Context: an optimization exercise on an open-source flow, tuned for small area, a short achievable clock period and few clock cycles per item. The choices shown serve that exercise and are no tape-out recipe.
Only simulation tests tie the RTL to the original design; equivalence was not proved.

==> 07-28 <==
==> flow/design.v (excerpt) <==
module cix32_imem_responder (
  input  logic        clk,
  input  logic        rst_n,
  input  logic        req_valid,
  output logic        req_ready,
  input  logic [31:0] req_addr,
  input  logic        req_we,
  input  logic [7:0]  req_wdata,
  output logic        rsp_valid,
  input  logic        rsp_ready,
  output logic [7:0]  rsp_data,
  output logic        rsp_err
);
==> module cix32_imem_responder, before the edit <==
module cix32_imem_responder (
  input  logic        clk,
  input  logic        rst_n,
  input  logic        req_valid,
  output logic        req_ready,
  input  logic [31:0] req_addr,
  input  logic        req_we,
  input  logic [7:0]  req_wdata,
  output logic        rsp_valid,
  input  logic        rsp_ready,
  output logic [7:0]  rsp_data,
  output logic        rsp_err
);
  logic       s1_v;
  logic [7:0] s1_addr;
  logic       s1_we;
  logic [7:0] s1_wdata;
  logic       s1_oor;
  logic       rsp_v_q;
  logic [7:0] rsp_data_q;
  logic       rsp_err_q;
  logic [7:0] mem_q [256];
  logic adv;      
  logic accept;
  assign adv       = s1_v && (!rsp_v_q || rsp_ready);
  assign req_ready = !s1_v || !rsp_v_q || rsp_ready;
  assign accept    = req_valid && req_ready;
  always_ff @(posedge clk or negedge rst_n) begin
    if (!rst_n) begin
      s1_v    <= 1'b0;
      rsp_v_q <= 1'b0;
    end else begin
      if (req_ready) s1_v <= req_valid;
      if (adv) rsp_v_q <= 1'b1;
      else if (rsp_ready) rsp_v_q <= 1'b0;
    end
  end
  always_ff @(posedge clk) begin
    if (req_ready) begin
      s1_addr  <= req_addr[7:0];
      s1_we    <= req_we;
      s1_wdata <= req_wdata;
      s1_oor   <= |req_addr[31:8];
    end
  end
  always_ff @(posedge clk) begin
    if (adv && s1_we && !s1_oor) begin
      mem_q[s1_addr] <= s1_wdata;
    end
  end
  always_ff @(posedge clk) begin
    if (adv) begin
      rsp_err_q  <= s1_oor;
      rsp_data_q <= s1_oor ? 8'h00 : (s1_we ? s1_wdata : mem_q[s1_addr]);
    end
  end
  assign rsp_valid = rsp_v_q;
  assign rsp_data  = rsp_data_q;
  assign rsp_err   = rsp_err_q;
endmodule
make LEC_CHECK=0 CAP_MARGIN=20 CORE_MARGIN=2 CORE_UTILIZATION=40 SLEW_MARGIN=20 finish   # period 5.0 ns
run.sh (not shown) runs the stock make flow with config.mk's settings and CLKGATE_MAP_FILE= SYNTH_SCRIPT=/design/flow/synth_recipe.tcl, a recipe that flattens the netlist after the stock synthesis.
==> 12-19 (differences from 07-28) <==
==> flow/design.v (replaced) <==
`default_nettype none
module cix32_imem_responder (
  input  logic        clk,
  input  logic        rst_n,
  input  logic        req_valid,
  output logic        req_ready,
  input  logic [31:0] req_addr,
  input  logic        req_we,
  input  logic [7:0]  req_wdata,
  output logic        rsp_valid,
  input  logic        rsp_ready,
  output logic [7:0]  rsp_data,
  output logic        rsp_err
);
  logic        sk_v;
  logic [7:0]  sk_addr;
  logic        sk_we;
  logic [7:0]  sk_wdata;
  logic        sk_oor;
  logic        s1_v;
  logic [7:0]  s1_addr;
  logic [15:0] s1_hi, s1_lo;
  logic        s1_we;
  logic [7:0]  s1_wdata;
  logic        s1_oor;
  logic        s2_v;
  logic [7:0]  s2_addr;
  logic [7:0]  s2_val;
  logic        par_q;
  logic        rsp_v_q;
  logic [7:0]  rsp_data_q;
  logic        rsp_err_q;
  logic        in_oor, accept, s1_load, s1_wr, conflict, adv, clr_go, kill, set_go, fwd;
  logic [7:0]  n_addr;
  logic        n_we, n_oor;
  logic [7:0]  n_wdata;
  logic [255:0] row_sel;
  logic [7:0]   bus [16];
  logic [7:0]   mrd [256];
  logic [7:0]   grp [16];
  logic [7:0]   mraw, rdata;
  assign in_oor  = |req_addr[31:8];
  assign accept  = req_valid && !sk_v;
  assign s1_wr    = s1_v && s1_we && !s1_oor;
  assign conflict = s1_wr && s2_v && (s1_addr[7:4] == s2_addr[7:4])
                    && (s1_addr[3:0] != s2_addr[3:0]);
  assign adv      = s1_v && (!rsp_v_q || rsp_ready) && !conflict;
  assign s1_load  = !s1_v || adv;
  assign clr_go   = adv && s1_wr;
  assign kill     = clr_go && (s1_addr == s2_addr);
  assign set_go   = s2_v && !kill;
  assign n_addr  = sk_v ? sk_addr  : req_addr[7:0];
  assign n_we    = sk_v ? sk_we    : req_we;
  assign n_wdata = sk_v ? sk_wdata : req_wdata;
  assign n_oor   = sk_v ? sk_oor   : in_oor;
  always_ff @(posedge clk or negedge rst_n) begin
    if (!rst_n) begin
      sk_v    <= 1'b0;
      s1_v    <= 1'b0;
      rsp_v_q <= 1'b0;
    end else begin
      if (s1_load) begin
        s1_v <= sk_v || accept;
        sk_v <= 1'b0;
      end else if (accept) begin
        sk_v <= 1'b1;
      end
      if (adv) rsp_v_q <= 1'b1;
      else if (rsp_ready) rsp_v_q <= 1'b0;
    end
  end
  always_ff @(posedge clk) begin
    if (!sk_v) begin
      sk_addr  <= req_addr[7:0];
      sk_we    <= req_we;
      sk_wdata <= req_wdata;
      sk_oor   <= in_oor;
    end
    if (s1_load) begin
      s1_addr  <= n_addr;
      s1_we    <= n_we;
      s1_wdata <= n_wdata;
      s1_oor   <= n_oor;
      for (int k = 0; k < 16; k++) begin
        s1_hi[k] <= (n_addr[7:4] == 4'(k));
        s1_lo[k] <= (n_addr[3:0] == 4'(k));
      end
    end
  end
  always_ff @(posedge clk) begin
    s2_v    <= clr_go;
    s2_addr <= s1_addr;
    s2_val  <= s1_wdata;
  end
  always_ff @(posedge clk) par_q <= ~par_q;
  always_comb begin
    for (int i = 0; i < 256; i++) begin
      row_sel[i] = (clr_go && s1_hi[i / 16] && s1_lo[i % 16])
                || (set_go && s2_addr == 8'(i));
    end
    for (int g = 0; g < 16; g++) begin
      bus[g] = (set_go && s2_addr[7:4] == 4'(g)) ? (s2_val ^ {8{par_q}}) : 8'hFF;
    end
  end
  for (genvar i = 0; i < 256; i++) begin : g_row
    logic [7:0] q;
    always_ff @(posedge clk) q <= ~(({8{row_sel[i]}} & bus[i / 16]) | q);
    assign mrd[i] = q;
  end
  always_comb begin
    for (int g = 0; g < 16; g++) begin
      grp[g] = 8'h00;
      for (int k = 0; k < 16; k++) grp[g] = grp[g] | (mrd[16 * g + k] & {8{s1_lo[k]}});
    end
    mraw = 8'h00;
    for (int g = 0; g < 16; g++) mraw = mraw | (grp[g] & {8{s1_hi[g]}});
  end
  assign fwd   = s2_v && (s2_addr == s1_addr);
  assign rdata = fwd ? s2_val : (mraw ^ {8{par_q}});
  always_ff @(posedge clk) begin
    if (adv) begin
      rsp_err_q  <= s1_oor;
      rsp_data_q <= s1_oor ? 8'h00 : (s1_we ? s1_wdata : rdata);
    end
  end
  assign req_ready = !sk_v;
  assign rsp_valid = rsp_v_q;
  assign rsp_data  = rsp_data_q;
  assign rsp_err   = rsp_err_q;
endmodule
`default_nettype wire
- ABC_CLOCK_PERIOD_IN_PS: not set -> 2700
- SETUP_SLACK_MARGIN: not set -> 2.3
==> 11-06 (differences from 07-28) <==
==> flow/design.v (replaced) <==
`default_nettype none
module cix32_imem_responder (
  input  logic        clk,
  input  logic        rst_n,
  input  logic        req_valid,
  output logic        req_ready,
  input  logic [31:0] req_addr,
  input  logic        req_we,
  input  logic [7:0]  req_wdata,
  output logic        rsp_valid,
  input  logic        rsp_ready,
  output logic [7:0]  rsp_data,
  output logic        rsp_err
);
  logic        sk_v;
  logic [7:0]  sk_addr;
  logic        sk_we;
  logic [7:0]  sk_wdata;
  logic        sk_oor;
  logic        s1_v;
  logic [7:0]  s1_addr;
  logic [15:0] s1_hi, s1_lo;
  logic        s1_we;
  logic [7:0]  s1_wdata;
  logic        s1_oor;
  logic        s2_v;
  logic [7:0]  s2_addr;
  logic [7:0]  s2_val;
  logic        par_q;
  logic        rsp_v_q;
  logic [7:0]  rsp_data_q;
  logic        rsp_err_q;
  logic        in_oor, accept, s1_load, s1_wr, conflict, adv, clr_go, kill, set_go, fwd;
  logic [7:0]  n_addr;
  logic        n_we, n_oor;
  logic [7:0]  n_wdata;
  logic [255:0] row_sel;
  logic [7:0]   bus [16];
  logic [7:0]   mrd [256];
  logic [7:0]   grp [16];
  logic [7:0]   mraw, rdata;
  assign in_oor  = |req_addr[31:8];
  assign accept  = req_valid && !sk_v;
  assign s1_wr    = s1_v && s1_we && !s1_oor;
  assign conflict = s1_wr && s2_v && (s1_addr[7:4] == s2_addr[7:4])
                    && (s1_addr[3:0] != s2_addr[3:0]);
  assign adv      = s1_v && (!rsp_v_q || rsp_ready) && !conflict;
  assign s1_load  = !s1_v || adv;
  assign clr_go   = adv && s1_wr;
  assign kill     = clr_go && (s1_addr == s2_addr);
  assign set_go   = s2_v && !kill;
  assign n_addr  = sk_v ? sk_addr  : req_addr[7:0];
  assign n_we    = sk_v ? sk_we    : req_we;
  assign n_wdata = sk_v ? sk_wdata : req_wdata;
  assign n_oor   = sk_v ? sk_oor   : in_oor;
  always_ff @(posedge clk or negedge rst_n) begin
    if (!rst_n) begin
      sk_v    <= 1'b0;
      s1_v    <= 1'b0;
      rsp_v_q <= 1'b0;
    end else begin
      if (s1_load) begin
        s1_v <= sk_v || accept;
        sk_v <= 1'b0;
      end else if (accept) begin
        sk_v <= 1'b1;
      end
      if (adv) rsp_v_q <= 1'b1;
      else if (rsp_ready) rsp_v_q <= 1'b0;
    end
  end
  always_ff @(posedge clk) begin
    if (!sk_v) begin
      sk_addr  <= req_addr[7:0];
      sk_we    <= req_we;
      sk_wdata <= req_wdata;
      sk_oor   <= in_oor;
    end
    if (s1_load) begin
      s1_addr  <= n_addr;
      s1_we    <= n_we;
      s1_wdata <= n_wdata;
      s1_oor   <= n_oor;
      for (int k = 0; k < 16; k++) begin
        s1_hi[k] <= (n_addr[7:4] == 4'(k));
        s1_lo[k] <= (n_addr[3:0] == 4'(k));
      end
    end
  end
  always_ff @(posedge clk) begin
    s2_v    <= clr_go;
    s2_addr <= s1_addr;
    s2_val  <= s1_wdata;
  end
  always_ff @(posedge clk) par_q <= ~par_q;
  always_comb begin
    for (int i = 0; i < 256; i++) begin
      row_sel[i] = (clr_go && s1_hi[i / 16] && s1_lo[i % 16])
                || (set_go && s2_addr == 8'(i));
    end
    for (int g = 0; g < 16; g++) begin
      bus[g] = (set_go && s2_addr[7:4] == 4'(g)) ? (s2_val ^ {8{par_q}}) : 8'hFF;
    end
  end
  for (genvar i = 0; i < 256; i++) begin : g_row
    logic [7:0] q;
    always_ff @(posedge clk) q <= ~(({8{row_sel[i]}} & bus[i / 16]) | q);
    assign mrd[i] = q;
  end
  always_comb begin
    for (int g = 0; g < 16; g++) begin
      grp[g] = 8'h00;
      for (int k = 0; k < 16; k++) grp[g] = grp[g] | (mrd[16 * g + k] & {8{s1_lo[k]}});
    end
    mraw = 8'h00;
    for (int g = 0; g < 16; g++) mraw = mraw | (grp[g] & {8{s1_hi[g]}});
  end
  assign fwd   = s2_v && (s2_addr == s1_addr);
  assign rdata = fwd ? s2_val : (mraw ^ {8{par_q}});
  always_ff @(posedge clk) begin
    if (adv) begin
      rsp_err_q  <= s1_oor;
      rsp_data_q <= s1_oor ? 8'h00 : (s1_we ? s1_wdata : rdata);
    end
  end
  assign req_ready = !sk_v;
  assign rsp_valid = rsp_v_q;
  assign rsp_data  = rsp_data_q;
  assign rsp_err   = rsp_err_q;
endmodule
`default_nettype wire
==> qor.yml <==
outcome: "timing/DRC/antenna clean"
r2r-end: "rsp_data_q[6]"
async_reset_ff_share_pct: 0.140
regMostFlops: "g_row.q"
final_common_cell: "dfxtp_1"
fp.dieH_um: 427
ys_seq_area_share_pct: 60.9
combPwrFrac_pct: 13.9
place_area_um2: 76100
p_per_area_nw_per_um2: 443
The numbers above come from 12-19.

==> qor.yml <==
place_area_um2: 76100
outcome: "timing/DRC/antenna clean"
multi_input_gates: 4301
final_common_cell: "dfxtp_1"
routed-wl-met2_um: 117000
regMostFlops: "g_row.q"
cp.required_ns: 5.58
pg_comb_mw: 4.03
ant_nets: 0
async_reset_ff_share_pct: 0.140
ys_seq_area_share_pct: 60.9
p_per_area_nw_per_um2: 462
The numbers above come from 11-06.

==> qor.yml <==
fp.dieH_um: 454
place_area_um2: 86900
r2r-end: "rsp_data_q[7]"
cell_internal_pwr_mw: 28.8
ys_seq_area_share_pct: 77.2
async_reset_ff_share_pct: 0.0963
regMostFlops: "mem_q"
final_common_cell: "edfxtp_1"
outcome: "timing/DRC/antenna clean"
The numbers above come from 07-28.

Testbench counts of 07-28, summed over its fixed seeds: cycles 24,016, items 24,000.
Testbench counts of 12-19, summed over its fixed seeds: cycles 24,199, items 24,000.
Testbench counts of 11-06, summed over its fixed seeds: cycles 24,199, items 24,000.

afterwards: timing with drivers on the ports:
The flow's constraints put no driver on any port. The routed layouts listed below were extracted and timed again, unchanged, in two steps.
Step 1 assumes that a clkbuf_16 drives the clock port and a buf_2 every other input.
Step 2, shift: input delay + t, output delay - t, t = (earliest + latest rising clock arrival at the registers) / 2. This alone moves slack from input paths to output paths.
Slacks: ideal / step 1 / step 2; pairs: ideal / step 1.
run	shift t [ns]	setup WS [ns]	worst data-port slew with drivers (ns)	pins driven straight from the clock port
07-28	0.923	0.644 / 0.644 / 0.644	0.05	1
12-19	0.926	1.630 / 1.630 / 1.413	0.05	1
11-06	0.931	0.525 / 0.525 / 0.525	0.06	1
After both steps every run listed still meets setup and hold. For 12-19, which loses most, drivers alone change the setup slack by 0.000 ns; drivers and shift together by -0.217 ns.
